Context: an optimization exercise on an open-source flow, tuned for small area, a short achievable clock period and few clock cycles per item. The choices shown serve that exercise and are no tape-out recipe.
No activity file was given, so power comes from the tool's default toggle rates.

==> v26: inputs <==
Design proportional_text_layout_top, start of the top module:
module proportional_text_layout_top (
	input  logic                            clk,
	input  logic                            arst_n,
	input  logic                            in_valid,
	output logic                            in_ready,
	input  logic                            in_kind,
	input  logic                            in_first_of_text,
	input  logic [7:0]                      in_char_code,
	input  logic [6:0]                      in_width_slot,
	input  logic [7:0]                      in_width_value,
	output logic                            out_valid,
	input  logic                            out_ready,
	output logic [ptl_pkg::COORD_BITS-1:0] out_glyph_x,
	output logic [ptl_pkg::COORD_BITS-1:0] out_glyph_y,
	output logic [ptl_pkg::GIDX_BITS-1:0]  out_glyph_index,
	input  logic                            cfg_we,
	input  logic [2:0]                      cfg_index,
	input  logic [15:0]                     cfg_data
);
	localparam int CB = ptl_pkg::COORD_BITS;
	localparam int GB = ptl_pkg::GIDX_BITS;
  ...
Settings: LEC_CHECK=0, CAP_MARGIN=20, CORE_MARGIN=2, CORE_UTILIZATION=40, SLEW_MARGIN=20; clock period 5.0 ns.
run.sh (not shown) runs the stock make flow with config.mk's settings and CLKGATE_MAP_FILE= SYNTH_SCRIPT=/design/flow/synth_recipe.tcl, a recipe that flattens the netlist after the stock synthesis.
==> v8 (differences from v26) <==
--- a/flow/design.v
+++ b/flow/design.v
@@ -107,124 +107,148 @@
 	logic [7:0] rd_w;
 	always_ff @(posedge clk) begin
 		if (s1_v && s1_load) begin
 			width_mem[s1_idx] <= s1_val;
 		end
 	end
 	assign rd_w = width_mem[s1_idx];
-	logic          s2_v, s2_first;
+	logic          s2_v, s2_first, s2_ep;
 	logic [1:0]    s2_cls;
 	logic [GB-1:0] s2_g;
 	logic [7:0]    s2_w;
 	logic [7:0]    s2_d;       
+	logic [9:0]    s2_e1;      
+	logic [9:0]    s2_e2;      
+	logic [9:0]    s2_zc;      
 	logic [CB-1:0] s2_y;
 	logic [CB-1:0] y_q;        
+	logic          ep_q;       
 	logic          s1_first;
 	logic [1:0]    s1_cls, s1_cls_eff;
 	logic [7:0]    s1_d;
-	logic [CB-1:0] s1_yb;
-	logic [CB:0]   s1_ynl;
+	logic [CB-1:0] s1_yb, s1_ynl;
+	logic [8:0]    s1_ylo;
+	logic [7:0]    s1_yhi_inc;
 	assign s1_first = s1_val[2];
 	assign s1_cls   = s1_val[1:0];
 	always_comb begin
 		s1_cls_eff = s1_cls;
 		case (s1_cls)
 			ptl_pkg::CLS_GLYPH: s1_d = letter_q;
 			ptl_pkg::CLS_SPACE: s1_d = word_q;
-			ptl_pkg::CLS_TAB: begin
+			default: begin
 				s1_d = tab_q;
-				if (tab_q == 8'd0) s1_cls_eff = ptl_pkg::CLS_SPACE;
+				if (s1_cls == ptl_pkg::CLS_TAB && tab_q == 8'd0) s1_cls_eff = ptl_pkg::CLS_SPACE;
 			end
-			default: s1_d = line_q;
 		endcase
 	end
-	assign s1_yb  = s1_first ? start_row_q : y_q;
-	assign s1_ynl = {1'b0, s1_yb} + {9'd0, line_q};
+	assign s1_yb      = s1_first ? start_row_q : y_q;
+	assign s1_ylo     = {1'b0, s1_yb[7:0]} + {1'b0, line_q};
+	assign s1_yhi_inc = s1_yb[15:8] + 8'd1;
+	assign s1_ynl     = !s1_ylo[8] ? {s1_yb[15:8], s1_ylo[7:0]} :
+		(&s1_yb[15:8]) ? {CB{1'b1}} : {s1_yhi_inc, s1_ylo[7:0]};
 	logic [CB-1:0] x_q;
 	logic          z_q;        
-	logic [7:0]    s_q;        
+	logic [7:0]    sm_q;       
 	logic          rv_q;
-	logic          div_busy_q, div_done_q;
+	logic          div_busy_q, div_fin_q, div_done_q;
 	logic [3:0]    div_cnt_q;
 	logic          out_valid_q;
 	logic [CB-1:0] out_x_q, out_y_q;
 	logic [GB-1:0] out_idx_q;
-	logic s2_glyph, s2_space, s2_nl, s2_tab;
-	logic zb, tab_fast, tab_slow, out_block, s2_go, s2_free, s1_go, s1_free;
+	logic s2_glyph, s2_nl, s2_tab;
+	logic zb, ep_ok, tab_fast, tab_slow, out_block, s2_go, s2_free, s1_go, s1_free;
 	assign s2_glyph = (s2_cls == ptl_pkg::CLS_GLYPH);
-	assign s2_space = (s2_cls == ptl_pkg::CLS_SPACE);
 	assign s2_nl    = (s2_cls == ptl_pkg::CLS_NL);
 	assign s2_tab   = (s2_cls == ptl_pkg::CLS_TAB);
 	assign zb        = s2_first || z_q;
-	assign tab_fast  = zb || rv_q || div_done_q;
+	assign ep_ok     = (s2_ep == ep_q);
+	assign tab_fast  = zb || div_done_q || (rv_q && ep_ok);
 	assign tab_slow  = s2_v && s2_tab && !tab_fast;
 	assign out_block = s2_glyph && out_valid_q && !out_ready;
 	assign s2_go     = s2_v && !out_block && !tab_slow;
 	assign s2_free   = !s2_v || s2_go;
 	assign s1_go     = s1_v && (s1_load || s2_free);
 	assign s1_free   = !s1_v || s1_go;
 	assign in_ready = !sk_v && !(s1_v && !s1_load && tab_slow);
 	assign accept   = in_valid && in_ready;
-	logic [8:0]    op_a;
-	logic [7:0]    op_b;
+	function automatic logic [CB-1:0] pen_add(input logic [CB-1:0] x, input logic [7:0] a,
+		input logic [7:0] b, input logic cin);
+		logic [8:0] cs_s, cs_c;
+		logic [9:0] lo;
+		logic [6:0] hi_inc;
+		cs_s   = x[8:0] ^ {1'b0, a} ^ {1'b0, b};
+		cs_c   = (x[8:0] & {1'b0, a}) | (x[8:0] & {1'b0, b}) | ({1'b0, a} & {1'b0, b});
+		lo     = {1'b0, cs_s} + {cs_c, cin};
+		hi_inc = x[15:9] + 7'd1;
+		if (!lo[9]) begin
+			pen_add = {x[15:9], lo[8:0]};
+		end else if (&x[15:9]) begin
+			pen_add = {CB{1'b1}};
+		end else begin
+			pen_add = {hi_inc, lo[8:0]};
+		end
+	endfunction
 	logic [CB-1:0] x_adv, x_ctr, x_next;
-	assign op_a = {1'b0, s2_tab ? s_q : s2_d};
-	assign op_b = s2_glyph ? s2_w : 8'd0;
-	logic [CB:0] t_adv, t_ctr;
-	assign t_adv = {1'b0, x_q} + 17'(op_a) + 17'(op_b);
-	assign t_ctr = {1'b0, x_q} + 17'(s2_d) + 17'(s2_w[7:1]);
-	assign x_adv = t_adv[CB] ? {CB{1'b1}} : t_adv[CB-1:0];
-	assign x_ctr = t_ctr[CB] ? {CB{1'b1}} : t_ctr[CB-1:0];
+	assign x_adv = pen_add(x_q, s2_tab ? sm_q : s2_d, s2_glyph ? s2_w : 8'd0, s2_tab);
+	assign x_ctr = pen_add(x_q, s2_d, {1'b0, s2_w[7:1]}, 1'b0);
 	always_comb begin
 		if (s2_nl) begin
 			x_next = '0;
 		end else if (zb) begin
 			x_next = s2_glyph ? CB'(s2_w) : CB'(s2_d);
 		end else begin
 			x_next = x_adv;
 		end
 	end
-	logic [8:0] s_dd;
-	logic [7:0] s_eff;
-	logic [9:0] u0, u1, u2;
-	logic [7:0] s_red;
-	logic       s_ok;
-	assign s_dd  = s2_glyph ? (zb ? {1'b0, s2_w} : {1'b0, s2_d} + {1'b0, s2_w}) : {1'b0, s2_d};
-	assign s_eff = zb ? tab_q : s_q;
-	assign u0    = {2'b0, s_eff} - {1'b0, s_dd};
-	assign u1    = u0 + {2'b0, tab_q};
-	assign u2    = u1 + {2'b0, tab_q};
+	function automatic logic [10:0] add3(input logic [10:0] a, input logic [10:0] b,
+		input logic [10:0] c, input logic cin);
+		logic [10:0] cs_s, cs_c;
+		cs_s = a ^ b ^ c;
+		cs_c = (a & b) | (a & c) | (b & c);
+		add3 = cs_s + {cs_c[9:0], cin};
+	endfunction
+	logic [10:0] sm_base, nw, n0, u1, u2;
+	logic [7:0]  sm_red;
+	logic        sm_ok;
+	assign sm_base = zb ? {s2_zc[9], s2_zc} : {3'b0, sm_q};
+	assign nw      = ~{3'b0, s2_glyph ? s2_w : 8'd0};
+	assign n0      = add3({3'b0, s2_d}, {3'b0, s2_glyph ? s2_w : 8'd0}, ~sm_base, 1'b0);
+	assign u1      = add3(sm_base, {s2_e1[9], s2_e1}, nw, 1'b1);
+	assign u2      = add3(sm_base, {s2_e2[9], s2_e2}, nw, 1'b1);
 	always_comb begin
-		s_ok  = 1'b1;
-		if (!u0[9] && u0 != 10'd0)      s_red = u0[7:0];
-		else if (!u1[9] && u1 != 10'd0) s_red = u1[7:0];
-		else if (!u2[9] && u2 != 10'd0) s_red = u2[7:0];
+		sm_ok = 1'b1;
+		if (n0[10])       sm_red = ~n0[7:0];
+		else if (!u1[10]) sm_red = u1[7:0];
+		else if (!u2[10]) sm_red = u2[7:0];
 		else begin
-			s_red = s_q;
-			s_ok  = 1'b0;
+			sm_red = sm_q;
+			sm_ok  = 1'b0;
 		end
 	end
 	logic [7:0] div_rem_next;
 	ptl_div u_div (
-		.rem      (s_q),
+		.rem      (sm_q),
 		.bit_in   (x_q[4'd15 - div_cnt_q]),
 		.divisor  (s2_d),
 		.rem_next (div_rem_next)
 	);
 	always_ff @(posedge clk or negedge arst_n) begin
 		if (!arst_n) begin
 			s1_v        <= 1'b0;
 			sk_v        <= 1'b0;
 			s2_v        <= 1'b0;
 			y_q         <= CB'(175);
 			x_q         <= '0;
 			z_q         <= 1'b1;
-			s_q         <= 8'd28;
+			sm_q        <= 8'd27;
 			rv_q        <= 1'b1;
+			ep_q        <= 1'b0;
 			div_busy_q  <= 1'b0;
+			div_fin_q   <= 1'b0;
 			div_done_q  <= 1'b0;
 			div_cnt_q   <= '0;
 			out_valid_q <= 1'b0;
 		end else begin
 			if (s1_free) begin
 				if (sk_v) begin
 					s1_v <= 1'b1;
@@ -234,61 +258,60 @@
 				end
 			end else if (accept && in_keep) begin
 				sk_v <= 1'b1;
 			end
 			if (s2_free) begin
 				s2_v <= s1_v && !s1_load;
 				if (s1_v && !s1_load) begin
-					if (s1_cls == ptl_pkg::CLS_NL) begin
-						y_q <= s1_ynl[CB] ? {CB{1'b1}} : s1_ynl[CB-1:0];
-					end else begin
-						y_q <= s1_yb;
-					end
+					y_q <= (s1_cls == ptl_pkg::CLS_NL) ? s1_ynl : s1_yb;
 				end
 			end
 			if (out_ready) begin
 				out_valid_q <= 1'b0;
 			end
 			if (s2_go) begin
 				x_q <= x_next;
 				if (s2_glyph) begin
 					out_valid_q <= 1'b1;
 				end
 				if (s2_nl) begin
 					z_q  <= 1'b1;
-					s_q  <= tab_q;
+					sm_q <= tab_q - 8'd1;
 					rv_q <= 1'b1;
 				end else if (s2_tab) begin
 					z_q        <= 1'b0;
-					s_q        <= tab_q;
-					rv_q       <= (s2_d == tab_q);
+					sm_q       <= tab_q - 8'd1;
+					rv_q       <= ep_ok;
 					div_done_q <= 1'b0;
 				end else begin
 					z_q  <= zb && ((s2_glyph ? s2_w : s2_d) == 8'd0);
-					s_q  <= s_red;
-					rv_q <= (zb || rv_q) && s_ok;
+					sm_q <= sm_red;
+					rv_q <= (zb || rv_q) && sm_ok && ep_ok;
 				end
 			end else if (tab_slow) begin
-				if (!div_busy_q) begin
+				if (div_fin_q) begin
+					div_fin_q  <= 1'b0;
+					div_done_q <= 1'b1;
+					sm_q       <= s2_d + ~sm_q;
+				end else if (!div_busy_q) begin
 					div_busy_q <= 1'b1;
 					div_cnt_q  <= '0;
-					s_q        <= 8'd0;
+					sm_q       <= 8'd0;
 				end else begin
 					div_cnt_q <= div_cnt_q + 4'd1;
+					sm_q      <= div_rem_next;
 					if (div_cnt_q == 4'd15) begin
 						div_busy_q <= 1'b0;
-						div_done_q <= 1'b1;
-						s_q        <= s2_d - div_rem_next;
-					end else begin
-						s_q <= div_rem_next;
+						div_fin_q  <= 1'b1;
 					end
 				end
 			end
 			if (cfg_we && cfg_index == ptl_pkg::REG_TAB) begin
 				rv_q <= 1'b0;
+				ep_q <= !ep_q;
 			end
 		end
 	end
 	always_ff @(posedge clk) begin
 		if (s1_free) begin
 			if (sk_v) begin
 				s1_load <= sk_load;
@@ -306,14 +329,18 @@
 		end
 		if (s2_free) begin
 			s2_first <= s1_first;
 			s2_cls   <= s1_cls_eff;
 			s2_g     <= s1_idx;
 			s2_w     <= rd_w;
 			s2_d     <= s1_d;
+			s2_e1    <= {2'b0, tab_q} - {2'b0, s1_d};
+			s2_e2    <= {1'b0, tab_q, 1'b0} - {2'b0, s1_d};
+			s2_zc    <= {2'b0, tab_q} - 10'd1 + ((s1_cls == ptl_pkg::CLS_GLYPH) ? {2'b0, s1_d} : 10'd0);
+			s2_ep    <= ep_q;
 			s2_y     <= s1_yb;
 		end
 		if (s2_go && s2_glyph) begin
 			out_x_q   <= zb ? CB'(s2_w[7:1]) : x_ctr;
 			out_y_q   <= s2_y;
 			out_idx_q <= s2_g;
 		end
==> comparison <==
- Against v26, the critical path depth of v8 is lower by 12.
- Between v26 and v8, the lower non-clock buffer count is in v8 (gap 164).
- Between v26 and v8, the lower count of clock-buffer cells in the layout is in v26 (gap 3).
- v26 produced a layout that fails on setup timing. v8 finished with timing, DRC and antenna clean.
- Between v8 and v26, the lower total power is in v8 (gap about 15%, measured against v26).
- Combinational power: v26 is higher than v8 (49%).
- Between v8 and v26, the lower global-route usage is in v26 (gap 0.16 points).
- Via count: v8 is larger than v26 (about 1.7%).
- Sequential power: v8 is higher than v26 (about 8%).
- Against v8, the synthesized cell count of v26 is lower by about 6.5%.
==> figures <==
Pre-CTS WS: v26 -1.06 ns; v8 0.638 ns
Status: v26 failed layout checks; v8 complete, no violations
Reasons for failing layout checks: v26 setup timing; v8 -
Max stage delay cell, worst path: v26 sky130_fd_sc_hd__or4_1; v8 sky130_fd_sc_hd__o41ai_4
Share of async-settable or async-resettable flops after synthesis: v26 10.4%; v8 10.2%
Syn Nets: v26 3058; v8 3300
Share of the synthesized netlist area taken by xor and xnor gates: v26 1.22%; v8 1.73%
Setup violation total in the final timing report: v26 9; v8 0
WP data required: v26 5.51 ns; v8 5.59 ns
Fraction of area in multi-input gates: v26 24.9%; v8 26.6%
Number of clock-tree buffers in the layout: v26 118; v8 121
Maximum number of pins on one net before global-route repair: v26 100; v8 96
Final core occ: v26 48.2%; v8 46.6%
Non-clk invs: v26 102; v8 121
Power Density: v26 762 nW/um^2; v8 637 nW/um^2
Worst path depth: v26 27; v8 15
Worst skew pair latency: v26 0.69 ns; v8 0.70 ns
Ratio of cells with drive above 1 in the final layout: v26 19.9%; v8 14.3%
Met2 Usage GRT: v26 35.4%; v8 34.1%
Shortest clock period the worst path allows after layout: v26 5.99 ns; v8 4.42 ns
Sequential cell area share: v26 57.3%; v8 57.9%
No run of this note included a check of the RTL's function; only the layout flow was run.

static timing again, ports no longer ideal:
The results above use ideal ports. As a check the final layouts listed here were re-extracted and re-timed, cells and wires unchanged.
Step 1, drivers: a clkbuf_16 drives clk and a buf_2 each remaining input, both assumed.
Step 2 adds t to the input delays and takes it off the output delays; t is the mean of the earliest and latest rising clock arrival at the registers after step 1. Input paths then give back, and output paths get back, about the clock's delay inside the block.
a / b / c = ideal ports / drivers / drivers and shift; a / b = the first two.
| run | t, ns | setup slack, ns | worst setup path at the end | slew at the worst register clock pin (ns) | worst slew at a driven data input, ns |
|---|---|---|---|---|---|
| v26 | 0.724 | -0.990 / -0.990 / -0.990 | register to register | 0.07 / 0.07 | 0.06 |
| v8 | 0.734 | 0.580 / 0.580 / 0.580 | register to register | 0.07 / 0.07 | 0.07 |
